Context: an optimization exercise on an open-source flow, tuned for small area, a short achievable clock period and few clock cycles per item. The choices shown serve that exercise and are no tape-out recipe.
Only simulation tests tie the RTL to the original design; equivalence was not proved.
No activity file was given, so power comes from the tool's default toggle rates.

`design/flow/run.sh`:
```
#!/bin/bash
# synth_recipe.tcl (not shown) runs the flow's synth.tcl, then flattens the netlist and writes it again
# the make line also repeats each setting of config.mk as NAME=value (left out here)
make -C /OpenROAD-flow-scripts/flow DESIGN_CONFIG=/design/flow/config.mk WORK_HOME=/design/flow/orfs CLKGATE_MAP_FILE= SYNTH_SCRIPT=/design/flow/synth_recipe.tcl finish
```
`design/flow/config.mk`:
```
export PLATFORM = sky130hd
export DESIGN_NAME = mem_responder
export DESIGN_NICKNAME = mem_responder
export VERILOG_FILES = /design/flow/design.v
export SDC_FILE = /design/flow/constraint.sdc
export NUM_CORES = 4
export LEC_CHECK = 0
export CAP_MARGIN = 20
export CORE_MARGIN = 2
export CORE_UTILIZATION = 60
export CTS_CLUSTER_DIAMETER = 60
export CTS_CLUSTER_SIZE = 30
export PLACE_DENSITY = 0.7
export SETUP_SLACK_MARGIN = 3.3
export SLEW_MARGIN = 20
export SYNTH_HIERARCHICAL = 1
export SYNTH_MINIMUM_KEEP_SIZE = 0
```
`design/flow/constraint.sdc`:
```
create_clock -name core_clock -period 6.0 [get_ports {clk}]
set_input_delay 1.2000 -clock core_clock [delete_from_list [all_inputs] [get_ports {clk}]]
set_output_delay 1.2000 -clock core_clock [all_outputs]
set_load 0.01 [all_outputs]
```
`design/flow/design.v`:
```
`default_nettype none
package mem_pkg;
  localparam int MEM_DATA_W = 16;
  localparam int MEM_ADDR_W = 16;
  localparam int MEM_WAIT_W = 4;
  typedef enum logic [1:0] {
    IDLE = 2'd0,
    WAIT = 2'd1,
    RESP = 2'd2
  } mem_state_t;
endpackage
`default_nettype wire
`default_nettype none
module mem_array (
  input  logic                           clk,
  input  logic [15:0]                    i_whi,
  input  logic                           i_inr,
  input  logic [15:0]                    i_hi,
  input  logic [15:0]                    i_lo,
  input  logic [mem_pkg::MEM_DATA_W-1:0] i_wdata,
  output logic [mem_pkg::MEM_DATA_W-1:0] o_rdata
);
  localparam int c_w = mem_pkg::MEM_DATA_W;
  logic [c_w-1:0] r_mem [256];
  logic [15:0]    w_whi_n;
  logic [15:0]    w_lo_n;
  logic [255:0]   w_wsel;
  logic [255:0]   w_rsel_n;
  genvar b, g;
  generate
    for (g = 0; g < 16; g++) begin : g_pre
      assign w_whi_n[g] = ~i_whi[g];
      assign w_lo_n[g]  = ~i_lo[g];
    end
    for (g = 0; g < 256; g++) begin : g_row
      mem_nor2  u_w (.a(w_whi_n[g/16]), .b(w_lo_n[g%16]), .y(w_wsel[g]));
      mem_nand2 u_r (.a(i_hi[g/16]),    .b(i_lo[g%16]),   .y(w_rsel_n[g]));
    end
  endgenerate
  always_ff @(posedge clk) begin
    for (int i = 0; i < 256; i++) begin
      if (w_wsel[i]) begin
        r_mem[i] <= i_wdata;
      end
    end
  end
  logic [7:0] r_zero [c_w];
  logic       r_inr;
  generate
    for (b = 0; b < c_w; b++) begin : g_bit
      logic [127:0] w_l1;
      logic [7:0]   w_l3;
      logic [1:0]   w_l4;
      for (g = 0; g < 128; g++) begin : g_l1
        mem_oai22 u_g (
          .a1(r_mem[2*g][b]),   .a2(w_rsel_n[2*g]),
          .b1(r_mem[2*g+1][b]), .b2(w_rsel_n[2*g+1]),
          .y (w_l1[g])
        );
      end
      for (g = 0; g < 8; g++) begin : g_l3
        mem_or16n u_g (.i_a(w_l1[16*g +: 16]), .o_y(w_l3[g]));
      end
      always_ff @(posedge clk) begin
        r_zero[b] <= w_l3;
      end
      for (g = 0; g < 2; g++) begin : g_l4
        mem_nor4 u_g (.a(r_zero[b][4*g]), .b(r_zero[b][4*g+1]),
                      .c(r_zero[b][4*g+2]), .d(r_zero[b][4*g+3]), .y(w_l4[g]));
      end
      mem_and3 u_l5 (.a(w_l4[0]), .b(w_l4[1]), .c(r_inr), .y(o_rdata[b]));
    end
  endgenerate
  always_ff @(posedge clk) begin
    r_inr <= i_inr;
  end
endmodule
module mem_nor2 (
  input  logic a, b,
  output logic y
);
  assign y = ~(a | b);
endmodule
module mem_nand2 (
  input  logic a, b,
  output logic y
);
  assign y = ~(a & b);
endmodule
module mem_oai22 (
  input  logic a1, a2, b1, b2,
  output logic y
);
  assign y = ~((a1 | a2) & (b1 | b2));
endmodule
module mem_or16n (
  input  logic [15:0] i_a,
  output logic        o_y
);
  logic [3:0] w_n;
  always_comb begin
    for (int i = 0; i < 4; i++) begin
      w_n[i] = ~(i_a[4*i] | i_a[4*i+1] | i_a[4*i+2] | i_a[4*i+3]);
    end
  end
  assign o_y = ~(&w_n);
endmodule
module mem_nor4 (
  input  logic a, b, c, d,
  output logic y
);
  assign y = ~(a | b | c | d);
endmodule
module mem_and3 (
  input  logic a, b, c,
  output logic y
);
  assign y = a & b & c;
endmodule
`default_nettype wire
`default_nettype none
module mem_responder
#(
  parameter int DEPTH       = 256,
  parameter int WAIT_CYCLES = 1
) (
  input  logic                           clk,
  input  logic                           rst,
  input  logic                           req_valid,
  output logic                           req_ready,
  input  logic                           write_enable,
  input  logic [mem_pkg::MEM_ADDR_W-1:0] addr,
  input  logic [mem_pkg::MEM_DATA_W-1:0] data_in,
  output logic [mem_pkg::MEM_DATA_W-1:0] mem_data_out,
  output logic                           resp_valid,
  output logic                           err
);
  logic                           w_oor;
  logic [15:0]                    w_hi;
  logic [15:0]                    w_lo;
  logic [mem_pkg::MEM_DATA_W-1:0] w_rdata;
  logic                           r_valid0;
  logic [15:0]                    r_whi0;
  logic                           r_err0;
  logic                           r_inr0;
  logic [15:0]                    r_hi0;
  logic [15:0]                    r_lo0;
  logic [mem_pkg::MEM_DATA_W-1:0] r_data0;
  logic                           r_valid1;
  logic                           r_err1;
  logic                           r_valid2;
  logic                           r_err2;
  logic [mem_pkg::MEM_DATA_W-1:0] r_rdata2;
  assign w_oor = |addr[mem_pkg::MEM_ADDR_W-1:8];
  always_comb begin
    w_hi = '0;
    w_lo = '0;
    w_hi[addr[7:4]] = 1'b1;
    w_lo[addr[3:0]] = 1'b1;
  end
  assign req_ready = 1'b1;
  always_ff @(posedge clk or posedge rst) begin
    if (rst) begin
      r_valid0 <= 1'b0;
      r_whi0   <= '0;
      r_err0   <= 1'b0;
      r_valid1 <= 1'b0;
      r_err1   <= 1'b0;
      r_valid2 <= 1'b0;
      r_err2   <= 1'b0;
    end else begin
      r_valid0 <= req_valid;
      r_whi0   <= w_hi & {16{req_valid & write_enable & ~w_oor}};
      r_err0   <= req_valid & w_oor;
      r_valid1 <= r_valid0;
      r_err1   <= r_err0;
      r_valid2 <= r_valid1;
      r_err2   <= r_err1;
    end
  end
  always_ff @(posedge clk) begin
    r_inr0   <= ~w_oor;
    r_hi0    <= w_hi;
    r_lo0    <= w_lo;
    r_data0  <= data_in;
    r_rdata2 <= w_rdata;
  end
  assign resp_valid   = r_valid2;
  assign err          = r_err2;
  assign mem_data_out = r_rdata2;
  mem_array u_mem_array (
    .clk    (clk),
    .i_whi  (r_whi0),
    .i_inr  (r_inr0),
    .i_hi   (r_hi0),
    .i_lo   (r_lo0),
    .i_wdata(r_data0),
    .o_rdata(w_rdata)
  );
endmodule
`default_nettype wire
```
==> results of run 1 <==
-- modules after synthesis (local to each module, per instance) --
module	times used	cell area, sq um
mem_or16n	128	31.28
mem_nor4	32	12.51
mem_array	1	125700
mem_oai22	2048	6.256
mem_nand2	256	3.754
mem_and3	16	6.256
mem_nor2	256	3.754
mem_responder	1	2684
-- routing by layer --
layer | global-route usage | vias to the layer above | routed length [um]
met5 | 0 | - | 0
met4 | 0.1285 | 0 | 17580
met3 | 0.07157 | 703 | 53670
met2 | 0.4887 | 5830 | 189300
met1 | 0.4643 | 42830 | 149900
li1 | - | 34390 | -
-- synth_stat cells, types with 14 or more instances --
library cell and count:
inv_1 37, o22ai_1 2054, nor2_1 260, nor3_1 16, nor2b_1 14, nand4_1 132
dfxtp_1 194, nand2_1 262, nor4_2 32, edfxtp_1 4096, nor4_1 515, dfrtp_1 22
and3_1 16
-- critical path, cell delays in order (launching register included) --
cell and delay (ns):
dfxtp_2 0.49, buf_4 0.37, nand2_2 0.34, o22ai_1 0.19, nor4_1 0.77, nand4_1 0.42
-- final cells by class --
class                      count  area (sq um)
clock inverter               160          2039
tap                         3220          4029
antenna                       21         52.55
fill                       15840         82350
timing repair buffer         346          2858
clock buffer                 224          5326
sequential                  4312        127500
inverter                      37         141.4
multi-input combinational   3362         20910
-- logic make-up after synthesis --
logic type                 share of synthesized area
DFF                                           0.8632
AOI/OAI and AO/OA                            0.08820
and+or+nand+nor                              0.04641
buffers and inverters                       0.001220
adders and majority gates                  0.0006781
xor gates and xnor gates                   0.0002374
other                                     0.00002540
-- worst paths after layout --
kind                                                    end  slack, ns  cells after the start        startpoint
max                        u_mem_array.r_zero[5][4]$_DFF_P_       3.15                      5  r_lo0[0]$_DFF_P_
min                               u_mem_array.r_inr$_DFF_P_       0.34                      0    r_inr0$_DFF_P_
max reg2reg                u_mem_array.r_zero[5][4]$_DFF_P_       3.15                      5  r_lo0[0]$_DFF_P_
min reg2reg                       u_mem_array.r_inr$_DFF_P_       0.34                      0    r_inr0$_DFF_P_
max in group asynchronous               r_whi0[8]$_DFF_PP0_       4.83                      2               rst
min in group asynchronous                  r_err2$_DFF_PP0_       0.67                      2               rst
-- state kept, by name (all words and copies together) (netlist names) --
signal and count:
r_data0 16, r_err2 1, r_valid2 1, r_valid0 1, r_whi0 16, r_lo0 16
r_hi0 16, r_err1 1, r_inr0 1, u_mem_array.r_inr 1, r_err0 1, u_mem_array.r_mem 4096
u_mem_array.r_zero 128, r_rdata2 16, r_valid1 1
-- timing repair --
action                                  4_1_cts  5_1_grt
pin swaps                                     0        0
endpoints found under the setup margin      496      127
gates resized for setup                     176      117
-- metrics by stage --
stage                     power (mW)    util
after floorplan                34.08       -
after global placement         34.76  0.6303
after detailed placement       34.80  0.6309
after CTS                      51.63  0.6623
after global routing           52.70  0.6642
final                          51.59  0.6642
-- power groups by stage --
stage / Clock [mW] / Combinational, mW / Sequential [mW]
floorplan: 0 / 0.181 / 33.9
global placement: 0 / 0.892 / 33.9
detailed placement: 0 / 0.927 / 33.9
finish: 17.4 / 0.948 / 33.2
global route: 18.5 / 0.969 / 33.2
CTS: 17.5 / 0.929 / 33.2
==> flow_summary.ini, run 1 <==
[logic_synthesis]
yosysWarningCount = 13
synth_seq_cells = 4312
synth_seq_area_share = 0.8632
yosys_most_used_dff = edfxtp_1
syn_nets = 7763
synth-edff-count = 4096
synth.distinct_cells = 43
post-synth-top-area-fraction = 0.8332
synthesis.area_per_instance_sq_um = 19.12
post_synth_top_area_cell = edfxtp_1
syn-instance-count = 7719
netlist_top_cells_area = edfxtp_1, o22ai_1, dfxtp_1
async_reset_ff_frac = 0.005102
synth_area_sq_um = 147600

[sta]
layout_min_cycle_time_ns = 2.853
finClkSkew_ns = 0.05512
max_freq_mhz = 350.5
remaining_max_slew_budget_at_the_tightest_pin = 0.1269
fin_ws_ns = 3.147
timing.setup.tns_ns = 0
rsz0062_at_grt = true
timing_hold_violations_final = 0
holdWs_ns = 0.3378
slew_violations = 0
worstMarginPinSlew_ns = 1.308
finalCritPeriodShare = 0.4756
final-setup-viol-count = 0

[clock_tree]
postCtsSetupBuffers = 0
clkLatencyLatePin_ns = 0.92
cts_hold_buffers = 0
cts_tree = done
path_clk_slew_ns = 0.10
clock_root_buffer = clkbuf_16
cts_htree_levels = 4
ctsLongestPathBuffers = 3
numCtsBuffers = 205
cts_sinks = 4312

[final_layout]
final_cell_area_excluding_filler_cells_sq_um = 162900
nets = 8308
layout_commonest_cell = edfxtp_1
layout_common_cells = edfxtp_1, o22ai_1, nor4_1
final_cells = 11680
area_growth_pct = 10.35
drive_gt1_frac = 0.1192

[global_routing]
grt_max_degree = 171
antenna_violations_before_repair = 15
grt_pass1_vias = 77780
grt_util_all_layers = 0.3228
grt.overflow.total = 0
grt_pass1_wl_mm = 571.3

[floorplan]
core.rowCount = 182
io_pins = 55
die-width_um = 500.0
coreArea_sq_um = 245300
initial_core_util = 0.6019
y_dimension_of_the_die_um = 500.0
floorplan.die_area_sq_um = 250000

[drt]
detail_route.vias_per_cell = 7.170
number_of_vias_after_detailed_routing = 83760
firstDrtPassIters = 6
antenna_violating_nets_post_route = 0
routed_wirelength_mm = 410.5
remaining_drc_errors = 0
routedWlPerCell_um = 35.14
first_iter_violations = 13440

[worst_setup_path]
timing_worst_setup_path_type = reg -> reg
worst-endpoint-required_ns = 6.64
cp-start-kind = register
crit_path_max_fanout = 16
crit_arrival_ns = 3.49
timing.critical_path.to_type = register

[power]
p_clk_frac = 0.338
power_leakage_nw = 50.11
swShare = 0.2134
internal_power_mw = 40.58
largest_voltage_drop_on_the_vdd_net_mv = 0.3586
power.density_cell_area_nw_per_um2 = 316.7
p_sw_mw = 11.01
power.sequential.fraction = 0.644
pwr-share-comb = 0.018

[status]
outcome = complete, no violations

[place]
dpl_cell_area_sq_um = 154700
gpl.final_weighted_congestion = 0.9431
place.port_buffers = 53
pre_cts_ws_ns = 2.759
place.detailed.instances = 11280
detailedPlacementHpwl_mm = 247.6

[flow_run]
max_cap_viols = 0

[hold_path]
worst_hold_path_type = reg -> reg
Testbench counts, summed over its fixed seeds: cycles 16,024, items 16,000.
==> run 2: changes to the inputs <==
--- a/design/flow/design.v
+++ b/design/flow/design.v
@@ -19,2 +19,3 @@
   input  logic [15:0]                    i_lo,
+  input  logic [15:0]                    i_wlo,
   input  logic [mem_pkg::MEM_DATA_W-1:0] i_wdata,
@@ -32,3 +33,3 @@
       assign w_whi_n[g] = ~i_whi[g];
-      assign w_lo_n[g]  = ~i_lo[g];
+      assign w_lo_n[g]  = ~i_wlo[g];
     end
@@ -46,3 +47,3 @@
   end
-  logic [7:0] r_zero [c_w];
+  logic [7:0] r_none [c_w];
   logic       r_inr;
@@ -51,4 +52,5 @@
       logic [127:0] w_l1;
-      logic [7:0]   w_l3;
-      logic [1:0]   w_l4;
+      logic [63:0]  w_l2;
+      logic [15:0]  w_l3;
+      logic [7:0]   w_l4;
       for (g = 0; g < 128; g++) begin : g_l1
@@ -60,13 +62,16 @@
       end
-      for (g = 0; g < 8; g++) begin : g_l3
-        mem_or16n u_g (.i_a(w_l1[16*g +: 16]), .o_y(w_l3[g]));
+      for (g = 0; g < 64; g++) begin : g_l2
+        mem_nor2 u_g (.a(w_l1[2*g]), .b(w_l1[2*g+1]), .y(w_l2[g]));
+      end
+      for (g = 0; g < 16; g++) begin : g_l3
+        mem_nand4 u_g (.a(w_l2[4*g]), .b(w_l2[4*g+1]), .c(w_l2[4*g+2]),
+                       .d(w_l2[4*g+3]), .y(w_l3[g]));
+      end
+      for (g = 0; g < 8; g++) begin : g_l4
+        mem_nor2 u_g (.a(w_l3[2*g]), .b(w_l3[2*g+1]), .y(w_l4[g]));
       end
       always_ff @(posedge clk) begin
-        r_zero[b] <= w_l3;
+        r_none[b] <= w_l4;
       end
-      for (g = 0; g < 2; g++) begin : g_l4
-        mem_nor4 u_g (.a(r_zero[b][4*g]), .b(r_zero[b][4*g+1]),
-                      .c(r_zero[b][4*g+2]), .d(r_zero[b][4*g+3]), .y(w_l4[g]));
-      end
-      mem_and3 u_l5 (.a(w_l4[0]), .b(w_l4[1]), .c(r_inr), .y(o_rdata[b]));
+      assign o_rdata[b] = (&r_none[b]) & r_inr;
     end
@@ -95,15 +100,3 @@
 endmodule
-module mem_or16n (
-  input  logic [15:0] i_a,
-  output logic        o_y
-);
-  logic [3:0] w_n;
-  always_comb begin
-    for (int i = 0; i < 4; i++) begin
-      w_n[i] = ~(i_a[4*i] | i_a[4*i+1] | i_a[4*i+2] | i_a[4*i+3]);
-    end
-  end
-  assign o_y = ~(&w_n);
-endmodule
-module mem_nor4 (
+module mem_nand4 (
   input  logic a, b, c, d,
@@ -111,9 +104,3 @@
 );
-  assign y = ~(a | b | c | d);
-endmodule
-module mem_and3 (
-  input  logic a, b, c,
-  output logic y
-);
-  assign y = a & b & c;
+  assign y = ~(a & b & c & d);
 endmodule
@@ -147,2 +134,3 @@
   logic [15:0]                    r_lo0;
+  logic [15:0]                    r_wlo0;
   logic [mem_pkg::MEM_DATA_W-1:0] r_data0;
@@ -184,2 +172,3 @@
     r_lo0    <= w_lo;
+    r_wlo0   <= w_lo;
     r_data0  <= data_in;
@@ -196,2 +185,3 @@
     .i_lo   (r_lo0),
+    .i_wlo  (r_wlo0),
     .i_wdata(r_data0),
==> run 2 against run 1 <==
  * Critical path depth unchanged
  * Fmax shrank 0.40%
  * Largest cell class unchanged
  * Die area increased by 1.2%
==> flow_summary.ini, run 2 <==
[status]
outcome = complete, no violations

[final_layout]
area_growth_pct = 9.798
number_of_flip_flops_in_the_largest_register = 4096
layout_commonest_cell = edfxtp_1
nets = 9097
regMostFlops = u_mem_array.r_mem
layout_common_cells = edfxtp_1, o22ai_1, nor2_1
top_regs = u_mem_array.r_mem x4096, u_mem_array.r_none x128
drive_gt1_frac = 0.08641

[clock_tree]
path_clk_slew_ns = 0.10
cts_resized = 98
clock_root_buffer = clkbuf_16
numCtsBuffers = 203
postCtsSetupBuffers = 0
cts_tree = done
ctsLongestPathBuffers = 3
cts_hold_buffers = 0
cts_htree_levels = 4
cts_sinks = 4312
clkLatencyLatePin_ns = 0.93

[logic_synthesis]
post-synth-top-area-fraction = 0.8231
post-synth-top-count-cell = edfxtp_1
syn_nets = 8549
netlist_top_cells_area = edfxtp_1, o22ai_1, nor2_1
synth-edff-count = 4096
synth_seq_area_share = 0.8527
yosysWarningCount = 12
synthesis.area_per_instance_sq_um = 17.57
synth.distinct_cells = 42
syn-instance-count = 8505
synth_seq_cells = 4312
synth_area_sq_um = 149400
post_synth_top_area_cell = edfxtp_1
netlist_top_cells_count = edfxtp_1, o22ai_1, nor2_1
yosys_most_used_dff = edfxtp_1
async_reset_ff_frac = 0.005102

[drt]
routed_wirelength_mm = 419.5
antenna_violating_nets_post_route = 0
routedWlPerCell_um = 33.38
remaining_drc_errors = 0
detail_route.vias_per_cell = 6.933
firstDrtPassIters = 8
number_of_vias_after_detailed_routing = 87130
first_iter_violations = 14660

[sta]
holdWs_ns = 0.3536
slew_violations = 0
timing.setup.tns_ns = 0
layout_min_cycle_time_ns = 2.865
remaining_max_slew_budget_at_the_tightest_pin = 0.1516
fin_ws_ns = 3.135
timing_hold_violations_final = 0
worstMarginPinSlew_ns = 1.271
finalCritPeriodShare = 0.4775
finClkSkew_ns = 0.04802
rsz0062_at_grt = true
final-setup-viol-count = 0
max_freq_mhz = 349.1

[place]
pre_cts_ws_ns = 2.768
place.port_buffers = 53
gpl.final_weighted_congestion = 0.9785
detailedPlacementHpwl_mm = 251.8

[floorplan]
io_pins = 55
die-width_um = 503.1
coreArea_sq_um = 248200
initial_core_util = 0.6021
core.rowCount = 183
floorplan.die_area_sq_um = 253100
y_dimension_of_the_die_um = 503.1

[global_routing]
grt_util_all_layers = 0.3270
grt_pass1_vias = 80090
grt_max_degree = 177
grt_pass1_wl_mm = 581.5
grt.overflow.total = 0
antenna_violations_before_repair = 19

[worst_setup_path]
crit_arrival_ns = 3.65
timing_worst_setup_path_type = reg -> reg
wp_buf_inv = 0
crit_path_max_fanout = 16
timing.critical_path.to_type = register
cpMostUsedCell = nor2_1
worst-endpoint-required_ns = 6.79
slowest_stage = dfxtp_2
critical_path.max_stage_delay_ns = 0.94
critical_path.cell_chain = nand2_1, o22ai_1, nor2_1, nand4_1, nor2_1
critical-path-top-delay-family = simple AND/OR/NAND/NOR gates
cp-start-kind = register

[power]
report.power.total_mw = 51.38
power.density_cell_area_nw_per_um2 = 313.1
largest_voltage_drop_on_the_vdd_net_mv = 0.3897
power_leakage_nw = 50.70

[hold_path]
worst_hold_path_type = reg -> reg

[flow_run]
max_cap_viols = 0
==> run 2: cell types whose count changed after synthesis, sizes merged <==
cell   delta
nor3     +16
buf       +2
nor2   +1152
nand3    +16
nand2    +16
nand4   +144
and3     -16
nor4    -544
==> run 2: worst reg2reg max path, stage by stage, from the launching register on <==
cell	delay, ns
dfxtp_2	0.94
nand2_1	0.86
o22ai_1	0.35
nor2_1	0.14
nand4_1	0.32
nor2_1	0.15
==> run 2: final cells by class <==
cell class | instances | area, sq um
tap | 3330 | 4167
clock buffer | 230 | 5361
sequential | 4312 | 127600
multi-input combinational | 4146 | 21920
inverter | 37 | 141.4
clock inverter | 145 | 1914
timing repair buffer | 353 | 2988
fill | 16530 | 84120
antenna | 14 | 35.03
==> run 2: per-layer routing <==
layer,global-route usage,share of wire,up-vias
li1,-,-,35950
met1,0.4718,0.36,44260
met2,0.4922,0.46,6143
met3,0.06553,0.13,760
met4,0.1443,0.050,14
met5,0,0.00022,-
==> run 2: power breakdown <==
part	switching, mW	internal, mW
registers	0.219	32.9
logic	0.883	0.148
clock network	9.81	7.39
==> run 2: through the flow <==
| step | std cells | cell area (sq um) | utilization |
|---|---|---|---|
| 2_1_floorplan | 8505 | 149500 | - |
| 3_3_place_gp | 12180 | 156600 | 0.6309 |
| 3_5_place_dp | 12180 | 156700 | 0.6314 |
| 4_1_cts | 12550 | 164000 | 0.6607 |
| 5_1_grt | 12560 | 164100 | 0.6610 |
| 6_report | 12570 | 164100 | 0.6611 |
==> run 2: modules after synthesis (local to each module, per instance) <==
module	cells inside	flip-flops and latches	copies in the design
mem_nor2	1	0	1408
mem_nand2	1	0	256
mem_nand4	1	0	256
mem_array	4323	4225	1
mem_responder	214	87	1
mem_oai22	1	0	2048
==> run 2: path summary, 6_finish.rpt <==
kind / startpoint / depth (start not counted) / slack [ns] / to
hold reg to reg: r_err0$_DFF_PP0_ / 0 / 0.35 / r_err1$_DFF_PP0_
hold / removal: r_err0$_DFF_PP0_ / 0 / 0.35 / r_err1$_DFF_PP0_
min in group asynchronous: rst / 2 / 0.75 / r_err2$_DFF_PP0_
max in group asynchronous: rst / 2 / 4.74 / r_whi0[12]$_DFF_PP0_
setup reg to reg: r_hi0[15]$_DFF_P_ / 5 / 3.14 / u_mem_array.r_none[2][7]$_DFF_P_
setup / recovery: r_hi0[15]$_DFF_P_ / 5 / 3.14 / u_mem_array.r_none[2][7]$_DFF_P_
==> run 2: logic make-up (layout without fill, tap and decap cells) <==
logic type	after synthesis	after routing	share of synthesized area
AO/OA/AOI/OAI	2078	2078	0.08713
XOR/XNOR	4	4	0.0002345
flip-flops	4312	4312	0.8527
AND/OR/NAND/NOR	2055	2055	0.05784
adder cells (fa/ha/maj)	8	8	0.0006698
buffers and inverters	47	765	0.001356
other	1	15	0.00002509
Testbench counts of run 2, summed over its fixed seeds: cycles 16,024, items 16,000.
==> run 3: changes to the inputs <==
--- a/design/flow/design.v
+++ b/design/flow/design.v
@@ -18,4 +18,4 @@
   input  logic [15:0]                    i_hi,
-  input  logic [15:0]                    i_lo,
-  input  logic [15:0]                    i_wlo,
+  input  logic [15:0]                    i_lo_a,
+  input  logic [15:0]                    i_lo_b,
   input  logic [mem_pkg::MEM_DATA_W-1:0] i_wdata,
@@ -26,3 +26,4 @@
   logic [15:0]    w_whi_n;
-  logic [15:0]    w_lo_n;
+  logic [31:0]    w_lo;
+  logic [31:0]    w_lo_n;
   logic [255:0]   w_wsel;
@@ -31,9 +32,14 @@
   generate
+    assign w_lo = {i_lo_b, i_lo_a};
     for (g = 0; g < 16; g++) begin : g_pre
       assign w_whi_n[g] = ~i_whi[g];
-      assign w_lo_n[g]  = ~i_wlo[g];
+    end
+    for (g = 0; g < 32; g++) begin : g_pre_lo
+      assign w_lo_n[g] = ~w_lo[g];
     end
     for (g = 0; g < 256; g++) begin : g_row
-      mem_nor2  u_w (.a(w_whi_n[g/16]), .b(w_lo_n[g%16]), .y(w_wsel[g]));
-      mem_nand2 u_r (.a(i_hi[g/16]),    .b(i_lo[g%16]),   .y(w_rsel_n[g]));
+      mem_nor2  u_w (.a(w_whi_n[g/16]), .b(w_lo_n[(g/128)*16 + g%16]),
+                     .y(w_wsel[g]));
+      mem_nand2 u_r (.a(i_hi[g/16]), .b(w_lo[(g/128)*16 + g%16]),
+                     .y(w_rsel_n[g]));
     end
@@ -133,4 +139,4 @@
   logic [15:0]                    r_hi0;
-  logic [15:0]                    r_lo0;
-  logic [15:0]                    r_wlo0;
+  logic [15:0]                    r_lo0_a;
+  logic [15:0]                    r_lo0_b;
   logic [mem_pkg::MEM_DATA_W-1:0] r_data0;
@@ -171,4 +177,4 @@
     r_hi0    <= w_hi;
-    r_lo0    <= w_lo;
-    r_wlo0   <= w_lo;
+    r_lo0_a  <= w_lo & {16{~addr[7]}};
+    r_lo0_b  <= w_lo & {16{addr[7]}};
     r_data0  <= data_in;
@@ -184,4 +190,4 @@
     .i_hi   (r_hi0),
-    .i_lo   (r_lo0),
-    .i_wlo  (r_wlo0),
+    .i_lo_a (r_lo0_a),
+    .i_lo_b (r_lo0_b),
     .i_wdata(r_data0),
--- a/design/flow/config.mk
+++ b/design/flow/config.mk
@@ -13,3 +13,3 @@
 export PLACE_DENSITY = 0.7
-export SETUP_SLACK_MARGIN = 3.3
+export SETUP_SLACK_MARGIN = 3.5
 export SLEW_MARGIN = 20
==> run 3 against run 2 <==
  * Still clean on timing, DRC and antenna
  * Clock-buffer cell count grew 3
  * Utilization up 0.17 points
  * Register-to-register slack improved by 0.25 ns
  * Sequential power about the same
  * Sequential share of layout area is 0.085 points lower
  * Hold slack improved by 0.011 ns
  * Cell count rose by 0.64%
  * Synthesized cell count is 0.56% higher
  * Flip-flop and latch count rose by 16
  * Fmax increased by 6.2%
  * Clock skew fell by 0.0059 ns
  * Die area up 0.26%
  * Critical path type is now reg -> out
==> flow_summary.ini, run 3 <==
[global_routing]
grt_util_all_layers = 0.3086
grt.overflow.total = 0
grt_max_degree = 169
antenna_violations_before_repair = 16
grt_pass1_vias = 79680
grt_pass1_wl_mm = 562.3

[power]
largest_voltage_drop_on_the_vdd_net_mv = 0.3123
internal_power_mw = 40.38
p_sw_mw = 10.75
power.sequential.fraction = 0.649
p_clk_frac = 0.335
swShare = 0.2102
pwr-share-comb = 0.016
power.density_cell_area_nw_per_um2 = 310.5
power_leakage_nw = 50.99

[hold_path]
worst_hold_path_type = reg -> reg
worst_hold_path.num_cells = 0

[sta]
finalCritPeriodShare = 0.4495
timing_hold_violations_final = 0
slew_violations = 0
finClkSkew_ns = 0.04211
layout_min_cycle_time_ns = 2.697
timing.setup.tns_ns = 0
fin_ws_ns = 3.303
worstMarginPinSlew_ns = 1.234
rsz0062_at_grt = true
max_freq_mhz = 370.8
final-setup-viol-count = 0
remaining_max_slew_budget_at_the_tightest_pin = 0.1772

[drt]
firstDrtPassIters = 6
routed_wirelength_mm = 402.1
detail_route.vias_per_cell = 6.808
routedWlPerCell_um = 31.79
first_iter_violations = 12660
antenna_violating_nets_post_route = 0
number_of_vias_after_detailed_routing = 86100
remaining_drc_errors = 0

[logic_synthesis]
synth_seq_area_share = 0.8526
syn_nets = 8597
post_synth_top_area_cell = edfxtp_1
netlist_top_cells_area = edfxtp_1, o22ai_1, nor2_1
async_reset_ff_frac = 0.005083
syn-instance-count = 8553
yosys_most_used_dff = edfxtp_1
synth_seq_cells = 4328
yosysWarningCount = 12
synth_area_sq_um = 149800
synth-edff-count = 4096
synthesis.area_per_instance_sq_um = 17.52
netlist_top_cells_count = edfxtp_1, o22ai_1, nor2_1
post-synth-top-area-fraction = 0.8209
post-synth-top-count-cell = edfxtp_1
synth.distinct_cells = 36

[worst_setup_path]
critical-path-top-delay-family = flip-flops
worst-endpoint-required_ns = 4.80
crit_path_max_fanout = 1
cp-start-kind = register
timing_worst_setup_path_type = reg -> out
timing.critical_path.to_type = primary output
slowest_stage = dfxtp_4
critical_path.max_stage_delay_ns = 0.46
wp_buf_inv = 1
crit_arrival_ns = 1.50
critical_path_cell_count = 1
worst_r2r_path_depth = 3
critical_path.cell_chain = buf_6

[clock_tree]
cts_hold_buffers = 0
ctsLongestPathBuffers = 3
cts_tree = done
clock_root_buffer = clkbuf_16
cts_htree_levels = 4
cts_sinks = 4328
clkLatencyLatePin_ns = 0.91
numCtsBuffers = 204
path_clk_slew_ns = 0.11

[final_layout]
regMostFlops = u_mem_array.r_mem
nets = 9154
final_cell_area_excluding_filler_cells_sq_um = 164700
layout_common_cells = edfxtp_1, o22ai_1, nor2_1
top_regs = u_mem_array.r_mem x4096, u_mem_array.r_none x128
drive_gt1_frac = 0.08572
number_of_flip_flops_in_the_largest_register = 4096
layout_commonest_cell = edfxtp_1
area_growth_pct = 9.890
final_util = 0.6628

[place]
detailedPlacementHpwl_mm = 240.4
pre_cts_ws_ns = 2.557
dpl_cell_area_sq_um = 157100
place.port_buffers = 53
gpl.final_weighted_congestion = 0.9190

[flow_run]
max_cap_viols = 0

[floorplan]
core.rowCount = 183
io_pins = 55
y_dimension_of_the_die_um = 503.7
initial_core_util = 0.6031
coreArea_sq_um = 248400
die-width_um = 503.7
floorplan.die_area_sq_um = 253700

[status]
outcome = complete, no violations
## run 3: changes by cell type in the layout (fill, tap and decap cells not counted), sizes merged, moves of 13 or more
cell   delta
nor2     +32
inv      +20
diode    +17
dfxtp    +16
and3     +13
## run 3: what timing repair did
action | CTS | global route
endpoints found under the setup margin | 200 | 154
gates resized for setup | 106 | 31
pin swaps | 0 | 0
setup buffers | 5 | 0
cloned | 0 | 0
## run 3: metrics by stage
stage	std cells	total power, mW	hold slack, ns
2_1_floorplan	8553	34.08	0.3096
3_3_place_gp	12220	34.60	0.3325
3_5_place_dp	12230	34.63	0.3347
4_1_cts	12610	51.21	0.3466
5_1_grt	12640	52.32	0.3675
6_report	12650	51.12	0.3642
## run 3: cell families (layout without fill, tap and decap cells)
kind of cell | Yosys count | count (layout) | synth area share
AO/OA/AOI/OAI | 2061 | 2061 | 0.08613
XOR/XNOR | 2 | 2 | 0.0001169
adder cells (fa/ha/maj) | 8 | 8 | 0.0006681
buffers and inverters | 64 | 797 | 0.001779
flip-flops | 4328 | 4328 | 0.8526
other | 1 | 32 | 0.00002503
AND/OR/NAND/NOR | 2089 | 2089 | 0.05866
## run 3: final cells by class
class / instances / area (sq um)
Sequential cell: 4328 / 127900
Tap cell: 3330 / 4167
Clock buffer: 233 / 5329
Multi-Input combinational cell: 4161 / 21980
Inverter: 55 / 214.0
Clock inverter: 149 / 1948
Timing Repair Buffer: 360 / 3082
Antenna cell: 31 / 77.57
Fill cell: 16380 / 83780
## run 3: layer usage
layer | global-route usage | wire length (um) | vias up
met5 | 0 | 33 | -
met3 | 0.05367 | 44640 | 727
met1 | 0.4328 | 147300 | 44140
met2 | 0.4820 | 189000 | 5130
li1 | - | - | 36110
met4 | 0.1383 | 21150 | 4
## run 3: Yosys stat by module (local to each module, per instance)
module,cells,times used,cell area [sq um]
mem_array,4339,1,126200
mem_responder,246,1,3022
mem_nand4,1,256,6.256
mem_oai22,1,2048,6.256
mem_nand2,1,256,3.754
mem_nor2,1,1408,3.754
## run 3: power groups by stage
stage	sequential [mW]	combinational, mW	clock (mW)
after global placement	33.9	0.737	0
final	33.2	0.796	17.2
after detailed placement	33.9	0.769	0
after global routing	33.2	0.817	18.3
after floorplan	34.0	0.114	0
after CTS	33.2	0.770	17.3
## run 3: worst reg2reg max path: cells and delay by family, from the launching register on
family | cells | cell delay [ns]
AND/OR/NAND/NOR | 1 | 0.31
buffers and inverters | 2 | 1.04
flip-flops | 1 | 0.93
## run 3: path summary, 6_finish.rpt
kind	slack, ns	from	to
min in group asynchronous	0.54	rst	r_valid2$_DFF_PP0_
hold / removal	0.36	r_err0$_DFF_PP0_	r_err1$_DFF_PP0_
setup reg to reg	3.39	r_lo0_a[3]$_DFF_P_	u_mem_array.r_mem[19][9]$_DFFE_PP_
setup / recovery	3.30	r_rdata2[9]$_DFF_P_	mem_data_out[9]
hold reg to reg	0.36	r_err0$_DFF_PP0_	r_err1$_DFF_PP0_
max in group asynchronous	5.04	rst	r_whi0[0]$_DFF_PP0_
Testbench counts of run 3, summed over its fixed seeds: cycles 16,024, items 16,000.
==> run 4: changes to the inputs <==
==> design/flow/flow/run.sh (new file) <==
#!/bin/bash
# The standard layout (the standard.sh, unchanged synthesis), with one
# change: the clock tree is built without dummy load cells. The sink
# clustering matches config.mk's CTS_CLUSTER_SIZE / CTS_CLUSTER_DIAMETER.
# Each step's full output goes to a log file in the work folder; ORFS also
# keeps its own per-step logs under orfs/logs.
set -euo pipefail
export CTS_ARGS="-sink_clustering_enable -repair_clock_nets -sink_clustering_size 30 -sink_clustering_max_diameter 60 -dont_use_dummy_load"
bash standard.sh synth > run_synth.log 2>&1
bash standard.sh > run_layout.log 2>&1
test -f out/final.def
==> design/flow/standard.sh (new file) <==
#!/bin/bash
# synth_recipe.tcl (not shown) runs the flow's synth.tcl, then flattens the netlist and writes it again
# the make line also repeats each setting of config.mk as NAME=value (left out here)
make -C /OpenROAD-flow-scripts/flow DESIGN_CONFIG=/design/flow/config.mk WORK_HOME=/design/flow/orfs CLKGATE_MAP_FILE= SYNTH_SCRIPT=/design/flow/synth_recipe.tcl "${@:-finish}"
--- a/design/flow/config.mk
+++ b/design/flow/config.mk
@@ -9,6 +9,6 @@
 export CORE_MARGIN = 2
-export CORE_UTILIZATION = 60
+export CORE_UTILIZATION = 75
 export CTS_CLUSTER_DIAMETER = 60
 export CTS_CLUSTER_SIZE = 30
-export PLACE_DENSITY = 0.7
+export PLACE_DENSITY = 0.85
 export SETUP_SLACK_MARGIN = 3.5
removed: design/flow/run.sh
==> run 4 against run 3 <==
  * First-iteration DRC count is 41% higher
  * Clock power decreased by 18%
  * Hold slack got worse by 0.030 ns
  * Largest power group unchanged
  * Critical endpoint is now u_mem_array.r_mem[123][14]$_DFFE_PP_
  * Clock skew increased by 0.043 ns
  * Design area shrank 2.0%
  * Critical path type is now reg -> reg
  * Area after synthesis unchanged
  * Register-to-register slack barely moved
  * Non-clock buffer count decreased by 22
==> flow_summary.ini, run 4 <==
[drt]
antenna_violating_nets_post_route = 0
remaining_drc_errors = 0
firstDrtPassIters = 7
first_iter_violations = 17840
routedWlPerCell_um = 35.14
routed_wirelength_mm = 413.1
detail_route.vias_per_cell = 7.644
number_of_vias_after_detailed_routing = 89860

[power]
internal_power_mw = 38.91
power.sequential.fraction = 0.690
report.power.total_mw = 48.10
swShare = 0.1910
pwr-share-comb = 0.016
power_leakage_nw = 49.77
p_sw_mw = 9.184
power.density_cell_area_nw_per_um2 = 298.2
p_clk_frac = 0.293
largest_voltage_drop_on_the_vdd_net_mv = 0.3419

[hold_path]
timing.hold.worst.start = r_valid0$_DFF_PP0_
worst_hold_path_type = reg -> reg

[worst_setup_path]
crit_path_max_fanout = 11
worst-endpoint-required_ns = 6.55
crit_path_start = r_lo0_a[11]$_DFF_P_
crit_arrival_ns = 3.16
timing_worst_setup_path_type = reg -> reg
r2r-start = r_lo0_a[11]$_DFF_P_
cp-start-kind = register
timing.critical_path.to_type = register

[logic_synthesis]
synth_seq_area_share = 0.8526
syn-instance-count = 8553
synthesis.area_per_instance_sq_um = 17.52
yosys_most_used_dff = edfxtp_1
netlist_top_cells_area = edfxtp_1, o22ai_1, nor2_1
post_synth_top_area_cell = edfxtp_1
syn_nets = 8597
synth-edff-count = 4096
synth.distinct_cells = 36
post-synth-top-area-fraction = 0.8209
synth_area_sq_um = 149800
synth_seq_cells = 4328
async_reset_ff_frac = 0.005083
netlist_top_cells_count = edfxtp_1, o22ai_1, nor2_1
post-synth-top-count-cell = edfxtp_1
yosysWarningCount = 12

[final_layout]
area_used_by_multi_input_combinational_logic_sq_um = 22100
layout_commonest_cell = edfxtp_1
drive_gt1_frac = 0.07029
nets = 9123
top_regs = u_mem_array.r_mem x4096, u_mem_array.r_none x128
regMostFlops = u_mem_array.r_mem
final_cells = 11760
fillCellCount = 9107
layout_common_cells = edfxtp_1, o22ai_1, nor2_1
number_of_flip_flops_in_the_largest_register = 4096
area_growth_pct = 7.640
final-seq-area_sq_um = 127800

[place]
detailedPlacementHpwl_mm = 245.4
gpl.final_weighted_congestion = 0.9609
place.detailed.instances = 11540
pre_cts_ws_ns = 2.601
place.port_buffers = 53

[floorplan]
coreArea_sq_um = 199200
floorplan.die_area_sq_um = 203400
y_dimension_of_the_die_um = 451.0
die-width_um = 451.0
io_pins = 55
initial_core_util = 0.7520
core.rowCount = 164

[global_routing]
grt_max_degree = 175
grt_pass1_vias = 84310
antenna_violations_before_repair = 25
grt.overflow.total = 0
grt_pass1_wl_mm = 579.6
grt_util_all_layers = 0.4016

[sta]
fin_ws_ns = 3.386
layout_min_cycle_time_ns = 2.614
max_freq_mhz = 382.5
rsz0062_at_grt = true
worstMarginPinSlew_ns = 1.273
holdWs_ns = 0.3344
remaining_max_slew_budget_at_the_tightest_pin = 0.1514
finClkSkew_ns = 0.08549
timing.setup.tns_ns = 0
finalCritPeriodShare = 0.4357
timing_hold_violations_final = 0
slew_violations = 0
final-setup-viol-count = 0

[clock_tree]
postCtsSetupBuffers = 0
ctsLongestPathBuffers = 3
path_clk_slew_ns = 0.10
numCtsBuffers = 195
cts_htree_levels = 4
clock_root_buffer = clkbuf_16
cts_tree = done
cts_sinks = 4328
clkLatencyLatePin_ns = 0.89
cts_hold_buffers = 0

[flow_run]
max_cap_viols = 0

[status]
outcome = complete, no violations
## run 4: cell counts after synthesis
No cell type changed its count.
## run 4: worst max-delay path: stages, from the launching register on
cell,delay [ns]
dfxtp_1,0.64
buf_4,0.37
inv_1,0.48
nor2_2,0.47
buf_4,0.28
## run 4: cells by family after synthesis
| logic type | Yosys count | synth area share |
|---|---|---|
| compound gates | 2061 | 0.08613 |
| xor+xnor | 2 | 0.0001169 |
| fa+ha+maj | 8 | 0.0006681 |
| buf+inv | 64 | 0.001779 |
| flops | 4328 | 0.8526 |
| other cells | 1 | 0.00002503 |
| simple gates | 2089 | 0.05866 |
## run 4: repair_timing
item	in CTS	in global routing
pin swaps	0	0
setup endpoints to repair	321	237
gates resized for setup	107	48
## run 4: area by class of cell
| type | instances | area share |
|---|---|---|
| Tap cell | 2656 | 0.02060 |
| Timing Repair Buffer | 338 | 0.01781 |
| Inverter | 55 | 0.001280 |
| Multi-Input combinational cell | 4161 | 0.1370 |
| Clock buffer | 195 | 0.03026 |
| Antenna cell | 22 | 0.0003413 |
| Sequential cell | 4328 | 0.7927 |
## run 4: power by group through the flow
stage | registers, mW | logic, mW | clock network, mW
floorplan | 34.0 | 0.114 | 0
finish | 33.2 | 0.774 | 14.1
CTS | 33.2 | 0.736 | 14.0
global route | 33.2 | 0.782 | 15.0
global placement | 33.9 | 0.689 | 0
detailed placement | 33.9 | 0.733 | 0
## run 4: Yosys stat by module (local to each module, per instance)
module	area (sq um)	flip-flops and latches	copies in the design	cells
mem_array	126200	4225	1	4339
mem_nand2	3.754	0	256	1
mem_nand4	6.256	0	256	1
mem_nor2	3.754	0	1408	1
mem_oai22	6.256	0	2048	1
mem_responder	3022	103	1	246
## run 4: per-stage QoR
step | util | area [sq um]
2_1_floorplan | - | 149900
3_3_place_gp | 0.7829 | 156000
3_5_place_dp | 0.7835 | 156100
4_1_cts | 0.8081 | 161000
5_1_grt | 0.8093 | 161300
6_report | 0.8095 | 161300
## run 4: path summary, 6_finish.rpt
kind,end,slack (ns),cells after the start
setup / recovery,u_mem_array.r_mem[123][14]$_DFFE_PP_,3.39,4
hold / removal,r_valid1$_DFF_PP0_,0.33,0
setup reg to reg,u_mem_array.r_mem[123][14]$_DFFE_PP_,3.39,4
hold reg to reg,r_valid1$_DFF_PP0_,0.33,0
max in group asynchronous,r_whi0[15]$_DFF_PP0_,4.66,2
min in group asynchronous,r_whi0[3]$_DFF_PP0_,0.79,2
## run 4: routing by layer
layer	wire length, um	global-route usage
met1	126900	0.5371
met2	191900	0.6205
met3	63250	0.09766
met5	323	0
met4	30680	0.2242
==> run 5: changes to the inputs <==
--- a/design/flow/config.mk
+++ b/design/flow/config.mk
@@ -9,6 +9,6 @@
 export CORE_MARGIN = 2
-export CORE_UTILIZATION = 75
+export CORE_UTILIZATION = 60
 export CTS_CLUSTER_DIAMETER = 60
 export CTS_CLUSTER_SIZE = 30
-export PLACE_DENSITY = 0.85
+export PLACE_DENSITY = 0.7
 export SETUP_SLACK_MARGIN = 3.5
==> run 5 against run 4 <==
  * Combinational power is 2% higher
  * Critical path depth is 3 lower
  * Register-to-register slack better by 0.02 ns
  * Power is 0.71% higher
  * Critical endpoint is now mem_data_out[9]
==> flow_summary.ini, run 5 <==
[status]
outcome = complete, no violations

[sta]
fin_ws_ns = 3.338
finClkSkew_ns = 0.1072
remaining_max_slew_budget_at_the_tightest_pin = 0.08533
rsz0062_at_grt = true
timing.setup.tns_ns = 0
max_freq_mhz = 375.6
worstMarginPinSlew_ns = 1.372
slew_violations = 0
final-setup-viol-count = 0
timing_hold_violations_final = 0
finalCritPeriodShare = 0.4437
layout_min_cycle_time_ns = 2.662

[logic_synthesis]
synthMuxAreaShare = 0
synth.distinct_cells = 36
post-synth-top-count-cell = edfxtp_1
syn_nets = 8597
post_synth_simple_gate_area = 0.05866
synthXorXnorAreaFrac = 0.0001169
netlist_top_cells_area = edfxtp_1, o22ai_1, nor2_1
post-synth-top-area-fraction = 0.8209
yosys_most_used_dff = edfxtp_1
async_reset_ff_frac = 0.005083
synth_top_family_by_area = compound AO/OA/AOI/OAI gates
synth-adder-area-share = 0.0006680
compound_cell_area_share_of_the_yosys_netlist = 0.08613
synth-edff-count = 4096
synth_seq_cells = 4328
synth_area_sq_um = 149800
netlist_top_cells_count = edfxtp_1, o22ai_1, nor2_1
post_synth_top_area_cell = edfxtp_1
yosysWarningCount = 12
syn-instance-count = 8553
synthesis.area_per_instance_sq_um = 17.52
synth_seq_area_share = 0.8526

[drt]
remaining_drc_errors = 0
first_iter_violations = 12260
detail_route.vias_per_cell = 6.853
antenna_violating_nets_post_route = 0
routed_wirelength_mm = 401.1
firstDrtPassIters = 6
routedWlPerCell_um = 32.18
number_of_vias_after_detailed_routing = 85430

[place]
place.port_buffers = 53
pre_cts_ws_ns = 2.557
gpl.final_weighted_congestion = 0.9190
detailedPlacementHpwl_mm = 240.4

[worst_setup_path]
critical_path.cell_chain = buf_6
crit_arrival_ns = 1.46
worst-endpoint-required_ns = 4.80
cp-start-kind = register
timing_worst_setup_path_type = reg -> out
timing.critical_path.to_type = primary output
wp_buf_inv = 1
critical-path-top-delay-family = flip-flops
critical_path.max_stage_delay_ns = 0.46
crit_path_max_fanout = 1
slowest_stage = dfxtp_4

[power]
p_clk_frac = 0.299
power_leakage_nw = 49.99
p_sw_mw = 9.280
swShare = 0.1916
power.sequential.fraction = 0.685
largest_voltage_drop_on_the_vdd_net_mv = 0.3375
internal_power_mw = 39.16
pwr-share-comb = 0.016
power.density_cell_area_nw_per_um2 = 298.2

[floorplan]
initial_core_util = 0.6031
floorplan.die_area_sq_um = 253700
core.rowCount = 183
io_pins = 55
coreArea_sq_um = 248400
die-width_um = 503.7
y_dimension_of_the_die_um = 503.7

[final_layout]
top_regs = u_mem_array.r_mem x4096, u_mem_array.r_none x128
layout_commonest_cell = edfxtp_1
drive_gt1_frac = 0.06952
nets = 9151
number_of_flip_flops_in_the_largest_register = 4096
regMostFlops = u_mem_array.r_mem
fillCellCount = 16620
area_growth_pct = 8.404
layout_common_cells = edfxtp_1, o22ai_1, nor2_1

[global_routing]
grt_pass1_wl_mm = 560.6
grt_pass1_vias = 79700
antenna_violations_before_repair = 14
grt.overflow.total = 0
grt_max_degree = 169
grt_util_all_layers = 0.3080

[clock_tree]
ctsLongestPathBuffers = 3
cts_htree_levels = 4
clkLatencyLatePin_ns = 0.91
clock_root_buffer = clkbuf_16
numCtsBuffers = 204
cts_sinks = 4328
cts_tree = done
cts_hold_buffers = 0
path_clk_slew_ns = 0.11

[flow_run]
max_cap_viols = 0

[hold_path]
worst_hold_path_type = reg -> reg
-- run 5: cell counts after synthesis --
Identical to the previous run, type by type.
-- run 5: power groups by stage --
stage / registers, mW / logic [mW] / clock network (mW)
2_1_floorplan: 34.0 / 0.114 / 0
3_3_place_gp: 33.9 / 0.737 / 0
3_5_place_dp: 33.9 / 0.769 / 0
4_1_cts: 33.2 / 0.769 / 14.6
5_1_grt: 33.2 / 0.814 / 15.6
6_report: 33.2 / 0.792 / 14.5
-- run 5: cell families (layout without fill, tap and decap cells) --
logic type | count (synthesis) | count (layout)
compound gates | 2061 | 2061
fa+ha+maj | 8 | 8
simple gates | 2089 | 2089
other cells | 1 | 32
flops | 4328 | 4328
buf+inv | 64 | 616
xor+xnor | 2 | 2
-- run 5: final cells by class --
cell class,instances,area (sq um),area share
Antenna cell,31,77.57,0.0004776
Clock buffer,204,5105,0.03143
Inverter,55,210.2,0.001294
Multi-Input combinational cell,4161,21980,0.1353
Sequential cell,4328,127900,0.7872
Tap cell,3330,4167,0.02565
Timing Repair Buffer,357,3032,0.01866
-- run 5: layer usage --
metal,up-vias,GRT usage,part of all wire
met3,729,0.05445,0.12
met5,-,0,0.000095
met2,5301,0.4843,0.47
met1,43510,0.4308,0.36
met4,4,0.1322,0.050
li1,35880,-,-
-- run 5: repair_timing --
item                       in CTS  in global routing
resized for setup             104                 29
setup endpoints to repair     193                130
buffers inserted                3                  0
-- run 5: metrics by stage --
| stage | cell area [sq um] | total power [mW] | util | std cells | hold WS [ns] |
|---|---|---|---|---|---|
| 3_5_place_dp | 157100 | 34.63 | 0.6324 | 12230 | 0.3347 |
| 6_report | 162400 | 48.44 | 0.6538 | 12470 | 0.3407 |
| 5_1_grt | 162400 | 49.55 | 0.6537 | 12460 | 0.3507 |
| 3_3_place_gp | 157000 | 34.60 | 0.6319 | 12220 | 0.3325 |
| 2_1_floorplan | 149900 | 34.08 | - | 8553 | 0.3096 |
| 4_1_cts | 162200 | 48.49 | 0.6530 | 12430 | 0.3416 |
-- run 5: worst paths after layout --
| check | start | endpoint | slack (ns) | cells after the start |
|---|---|---|---|---|
| worst min register to register | r_valid1$_DFF_PP0_ | r_valid2$_DFF_PP0_ | 0.34 | 0 |
| worst min-delay path | r_valid1$_DFF_PP0_ | r_valid2$_DFF_PP0_ | 0.34 | 0 |
| worst max-delay path | r_rdata2[9]$_DFF_P_ | mem_data_out[9] | 3.34 | 1 |
| worst max register to register | r_lo0_a[3]$_DFF_P_ | u_mem_array.r_mem[19][11]$_DFFE_PP_ | 3.41 | 3 |
| min in group asynchronous | rst | r_valid2$_DFF_PP0_ | 0.73 | 2 |
| max in group asynchronous | rst | r_whi0[14]$_DFF_PP0_ | 4.73 | 2 |
-- run 5: modules after synthesis (local to each module, per instance) --
module,flops+latches,area [sq um],copies in the design,cells inside
mem_responder,103,3022,1,246
mem_nand4,0,6.256,256,1
mem_oai22,0,6.256,2048,1
mem_array,4225,126200,1,4339
mem_nor2,0,3.754,1408,1
mem_nand2,0,3.754,256,1
-- run 5: worst reg2reg max path, stage by stage, from the launching register on --
cell     delay (ns)
dfxtp_2        0.91
inv_1          0.74
nor2_1         0.32
buf_4          0.31
==> run 6: changes to the inputs <==
--- a/design/flow/design.v
+++ b/design/flow/design.v
@@ -15,3 +15,4 @@
   input  logic                           clk,
-  input  logic [15:0]                    i_whi,
+  input  logic [15:0]                    i_whi_n,
+  input  logic [31:0]                    i_wlo_n,
   input  logic                           i_inr,
@@ -25,5 +26,3 @@
   logic [c_w-1:0] r_mem [256];
-  logic [15:0]    w_whi_n;
   logic [31:0]    w_lo;
-  logic [31:0]    w_lo_n;
   logic [255:0]   w_wsel;
@@ -33,10 +32,4 @@
     assign w_lo = {i_lo_b, i_lo_a};
-    for (g = 0; g < 16; g++) begin : g_pre
-      assign w_whi_n[g] = ~i_whi[g];
-    end
-    for (g = 0; g < 32; g++) begin : g_pre_lo
-      assign w_lo_n[g] = ~w_lo[g];
-    end
     for (g = 0; g < 256; g++) begin : g_row
-      mem_nor2  u_w (.a(w_whi_n[g/16]), .b(w_lo_n[(g/128)*16 + g%16]),
+      mem_nor2  u_w (.a(i_whi_n[g/16]), .b(i_wlo_n[(g/128)*16 + g%16]),
                      .y(w_wsel[g]));
@@ -135,3 +128,4 @@
   logic                           r_valid0;
-  logic [15:0]                    r_whi0;
+  logic [15:0]                    r_whi_n0;
+  logic [31:0]                    r_wlo_n0;
   logic                           r_err0;
@@ -158,3 +152,3 @@
       r_valid0 <= 1'b0;
-      r_whi0   <= '0;
+      r_whi_n0 <= '1;
       r_err0   <= 1'b0;
@@ -166,3 +160,3 @@
       r_valid0 <= req_valid;
-      r_whi0   <= w_hi & {16{req_valid & write_enable & ~w_oor}};
+      r_whi_n0 <= ~(w_hi & {16{req_valid & write_enable & ~w_oor}});
       r_err0   <= req_valid & w_oor;
@@ -179,2 +173,3 @@
     r_lo0_b  <= w_lo & {16{addr[7]}};
+    r_wlo_n0 <= ~{w_lo & {16{addr[7]}}, w_lo & {16{~addr[7]}}};
     r_data0  <= data_in;
@@ -187,3 +182,4 @@
     .clk    (clk),
-    .i_whi  (r_whi0),
+    .i_whi_n(r_whi_n0),
+    .i_wlo_n(r_wlo_n0),
     .i_inr  (r_inr0),
==> design/flow/flow/run.sh (replaced) <==
#!/bin/bash
# The standard layout (the standard.sh, unchanged synthesis), with two
# changes:
#  - after placement, each register that drives an output port is placed
#    next to that port's buffer (flow/move_out.tcl), then legalized;
#  - the clock tree is built without dummy load cells. The sink clustering
#    matches config.mk's CTS_CLUSTER_SIZE / CTS_CLUSTER_DIAMETER.
# Each step's full output goes to a log file in the work folder; ORFS also
# keeps its own per-step logs under orfs/logs.
set -euo pipefail
HERE=$(cd "$(dirname "$0")" && pwd)
RES=orfs/results/${FLOW_PLATFORM:-sky130hd}/mem_responder/base
export CTS_ARGS="-sink_clustering_enable -repair_clock_nets -sink_clustering_size 30 -sink_clustering_max_diameter 60 -dont_use_dummy_load"
bash standard.sh synth > run_synth.log 2>&1
bash standard.sh place > run_place.log 2>&1
MOVE_ODB=$RES/3_place.odb openroad -no_init -exit "$HERE/move_out.tcl" > run_move_out.log 2>&1
bash standard.sh > run_layout.log 2>&1
test -f out/final.def
==> design/flow/flow/move_out.tcl (new file) <==
# Places each register that drives an output port's buffer (and nothing
# else) next to that buffer, then legalizes. The buffers sit by their pins,
# so this shortens the wire from the register to the port. Clocks are not
# touched: the clock tree is built afterwards, as usual.
read_db $::env(MOVE_ODB)
set block [ord::get_db_block]
set moved 0
foreach bterm [$block getBTerms] {
  if {[$bterm getIoType] ne "OUTPUT"} { continue }
  set net [$bterm getNet]
  set buf ""
  foreach it [$net getITerms] { if {[$it isOutputSignal]} { set buf [$it getInst] } }
  if {$buf eq ""} { continue }
  set ff ""
  set nloads 0
  foreach it [$buf getITerms] {
    if {![$it isInputSignal]} { continue }
    set n2 [$it getNet]
    if {$n2 eq "NULL"} { continue }
    foreach it2 [$n2 getITerms] {
      if {[$it2 isOutputSignal]} { set ff [$it2 getInst] } else { incr nloads }
    }
  }
  if {$ff eq "" || $nloads != 1} { continue }
  if {![string match "*__df*" [[$ff getMaster] getName]]} { continue }
  set loc [$buf getLocation]
  $ff setLocation [lindex $loc 0] [lindex $loc 1]
  $ff setPlacementStatus PLACED
  incr moved
}
puts "move_out: moved $moved registers next to their output buffers"
detailed_placement
check_placement -verbose
write_db $::env(MOVE_ODB)
==> run 6 against run 5 <==
  * Still clean
  * Worst setup slack better by 0.056 ns
  * Hold slack gained 0.033 ns
  * First-iteration DRC count is 7.5% higher
  * Power grew 0.51%
  * Critical path type unchanged
  * Critical endpoint is now err
==> flow_summary.ini, run 6 <==
[final_layout]
area_growth_pct = 8.444
final_cell_area_excluding_filler_cells_sq_um = 163200
layout_common_cells = edfxtp_1, o22ai_1, nor2_1
number_of_flip_flops_in_the_largest_register = 4096
top_regs = u_mem_array.r_mem x4096, u_mem_array.r_none x128, r_wlo_n0 x32
nets = 9223
layout_commonest_cell = edfxtp_1
drive_gt1_frac = 0.07290
fillCellCount = 16820
regMostFlops = u_mem_array.r_mem

[logic_synthesis]
async_reset_ff_frac = 0.005046
netlist_top_cells_count = edfxtp_1, o22ai_1, nor2_1
netlist_top_cells_area = edfxtp_1, o22ai_1, nor2_1
synth_area_sq_um = 150500
syn_nets = 8624
synthesis.area_per_instance_sq_um = 17.54
synth_seq_area_share = 0.8532
yosys_most_used_dff = edfxtp_1
synth.distinct_cells = 46
syn-instance-count = 8580
post-synth-top-area-fraction = 0.8172
synth-edff-count = 4096
post_synth_top_area_cell = edfxtp_1
yosysWarningCount = 12
post-synth-top-count-cell = edfxtp_1
synth_seq_cells = 4360

[worst_setup_path]
critical-path-top-delay-family = flip-flops
cp-start-kind = register
critical_path.cell_chain = buf_2
slowest_stage = dfrtp_1
crit_path_max_fanout = 1
crit_arrival_ns = 1.41
worst-endpoint-required_ns = 4.80
wp_buf_inv = 1
critical_path.max_stage_delay_ns = 0.38
timing.critical_path.to_type = primary output
timing_worst_setup_path_type = reg -> out

[clock_tree]
postCtsSetupBuffers = 0
path_clk_slew_ns = 0.10
ctsLongestPathBuffers = 3
cts_tree = done
clock_root_buffer = clkbuf_16
cts_htree_levels = 4
cts_sinks = 4360
clkLatencyLatePin_ns = 0.90
numCtsBuffers = 203

[drt]
wl_met3_mm = 47.50
routedWlPerCell_um = 32.45
first_iter_violations = 13170
highest-signal-layer = met5
route.layer.met1.wl_mm = 148.7
wl_met2_mm = 189.3
detail_route.vias_per_cell = 6.879
routed_wirelength_mm = 406.3
remaining_drc_errors = 0
number_of_vias_after_detailed_routing = 86130
antenna_violating_nets_post_route = 0
firstDrtPassIters = 6

[sta]
rsz0062_at_grt = true
remaining_max_slew_budget_at_the_tightest_pin = 0.08876
worstMarginPinSlew_ns = 1.367
max_freq_mhz = 383.8
slew_violations = 0
final-setup-viol-count = 0
finClkSkew_ns = 0.1299
layout_min_cycle_time_ns = 2.606
timing_hold_violations_final = 0
finalCritPeriodShare = 0.4343
timing.setup.tns_ns = 0
holdWs_ns = 0.3738

[global_routing]
grt.overflow.total = 0
grt_pass1_vias = 80210
grt_pass1_wl_mm = 568.6
grt_util_all_layers = 0.3118
grt_max_degree = 164
antenna_violations_before_repair = 12

[status]
outcome = complete, no violations

[place]
dpl_cell_area_sq_um = 158100
gpl.final_weighted_congestion = 0.9002
detailedPlacementHpwl_mm = 245.2
place.port_buffers = 53

[floorplan]
y_dimension_of_the_die_um = 504.8
initial_core_util = 0.6041
floorplan.die_area_sq_um = 254900
io_pins = 55
coreArea_sq_um = 249100
core.rowCount = 183
die-width_um = 504.8

[power]
p_sw_mw = 9.324
largest_voltage_drop_on_the_vdd_net_mv = 0.2974
internal_power_mw = 39.36
power.density_cell_area_nw_per_um2 = 298.3
swShare = 0.1915
pwr-share-comb = 0.017
power_leakage_nw = 50.40
p_clk_frac = 0.297
power.sequential.fraction = 0.686

[hold_path]
worst_hold_path_type = reg -> reg

[flow_run]
max_cap_viols = 0
## run 6: cell types whose count changed in the layout (fill, tap and decap cells not counted), sizes merged, moves of 8 or more
cell,before,now
buf,322,371
inv,53,8
dfxtp,210,242
nand3,18,43
nand2,281,300
diode,31,14
dfrtp,22,6
dfstp,0,16
and3,13,5
## run 6: timing repair
item / in CTS / in global routing
gates resized for setup: 89 / 29
hold buffers: 0 / 0
endpoints found under the setup margin: 73 / 58
## run 6: final cells by class
class                   count  area (sq um)  area share
flip-flops and latches   4360        128500      0.7874
multi-input cells        4199         22040      0.1351
clock buffers             203          5080     0.03112
well taps                3330          4167     0.02553
repair buffers            406          3347     0.02051
diodes                     14         35.03   0.0002147
inverters                   9         33.78   0.0002070
## run 6: metrics by stage
stage                     total power [mW]  std cells    util  setup WS [ns]
after detailed placement             34.90      12300  0.6344          2.659
after global routing                 49.81      12520  0.6551          3.348
after floorplan                      34.31       8580       -          3.518
after CTS                            48.75      12510  0.6546          3.332
after global placement               34.86      12300  0.6344          2.794
final                                48.68      12520  0.6552          3.394
## run 6: worst paths after layout
| check | start | endpoint | slack [ns] | cells after the start |
|---|---|---|---|---|
| worst max-delay path | r_err2$_DFF_PP0_ | err | 3.39 | 1 |
| worst min-delay path | r_valid0$_DFF_PP0_ | r_valid1$_DFF_PP0_ | 0.37 | 0 |
| worst max register to register | r_lo0_a[0]$_DFF_P_ | u_mem_array.r_none[13][2]$_DFF_P_ | 3.45 | 5 |
| worst min register to register | r_valid0$_DFF_PP0_ | r_valid1$_DFF_PP0_ | 0.37 | 0 |
| max in group asynchronous | rst | r_whi_n0[9]$_DFF_PP1_ | 4.87 | 3 |
| min in group asynchronous | rst | r_err0$_DFF_PP0_ | 0.74 | 3 |
## run 6: cell families after synthesis
group | after synthesis | synth area share
buffers and inverters | 21 | 0.0006817
and+or+nand+nor | 2121 | 0.05912
other | 1 | 0.00002492
DFF | 4360 | 0.8532
AOI/OAI and AO/OA | 2067 | 0.08617
adders and majority gates | 8 | 0.0006651
xor gates and xnor gates | 2 | 0.0001164
## run 6: routing by layer
| metal | vias up | global-route usage |
|---|---|---|
| met5 | - | 0 |
| met4 | 10 | 0.1433 |
| met3 | 726 | 0.05385 |
| met1 | 43810 | 0.4413 |
| li1 | 36080 | - |
| met2 | 5503 | 0.4816 |
## run 6: Yosys stat by module, one instance, submodules excluded
module	copies in the design	cells	area (sq um)
mem_nor2	1408	1	3.754
mem_nand2	256	1	3.754
mem_nand4	256	1	6.256
mem_oai22	2048	1	6.256
mem_array	1	4291	126000
mem_responder	1	321	3870
## run 6: power groups by stage
| stage | Combinational, mW | Clock, mW | Sequential [mW] |
|---|---|---|---|
| after global placement | 0.774 | 0 | 34.1 |
| after global routing | 0.844 | 15.6 | 33.4 |
| after detailed placement | 0.810 | 0 | 34.1 |
| final | 0.824 | 14.5 | 33.4 |
| after CTS | 0.810 | 14.5 | 33.4 |
| after floorplan | 0.118 | 0 | 34.2 |
Testbench counts of run 6, summed over its fixed seeds: cycles 16,024, items 16,000.

static timing again, ports no longer ideal:
No port has a modelled driver above. Below, the same layouts with a new extraction and two added sets of constraints. Step 1: set_driving_cell puts a clkbuf_16 on clk and a buf_2 on each other input, an assumption about the parent block. Step 2, shift: input delay + t, output delay - t, t = (earliest + latest rising clock arrival at the registers) / 2. This alone moves slack from input paths to output paths. a / b / c = ideal / step 1 / step 2; a / b = the first two.
| run | t, ns | setup WS [ns] | clock arrival spread, ns | worst register clock-pin slew, ns | cell pins on the clock port's net |
|---|---|---|---|---|---|
| run 1 | 0.999 | 3.147 / 3.147 / 2.533 | 0.056 / 0.056 | 0.11 / 0.11 | 1 |
| run 2 | 1.000 | 3.135 / 3.135 / 2.676 | 0.050 / 0.050 | 0.11 / 0.11 | 1 |
| run 3 | 0.995 | 3.303 / 3.200 / 2.617 | 0.055 / 0.055 | 0.11 / 0.11 | 1 |
| run 4 | 0.941 | 3.386 / 3.345 / 2.604 | 0.092 / 0.093 | 0.11 / 0.11 | 1 |
| run 5 | 0.962 | 3.338 / 3.236 / 2.502 | 0.111 / 0.111 | 0.11 / 0.11 | 1 |
| run 6 | 0.947 | 3.394 / 3.296 / 2.652 | 0.150 / 0.150 | 0.11 / 0.11 | 1 |
After both steps setup and hold are still met in every run listed. For run 5, which loses most, drivers alone change the setup slack by -0.102 ns; drivers and shift together by -0.836 ns.
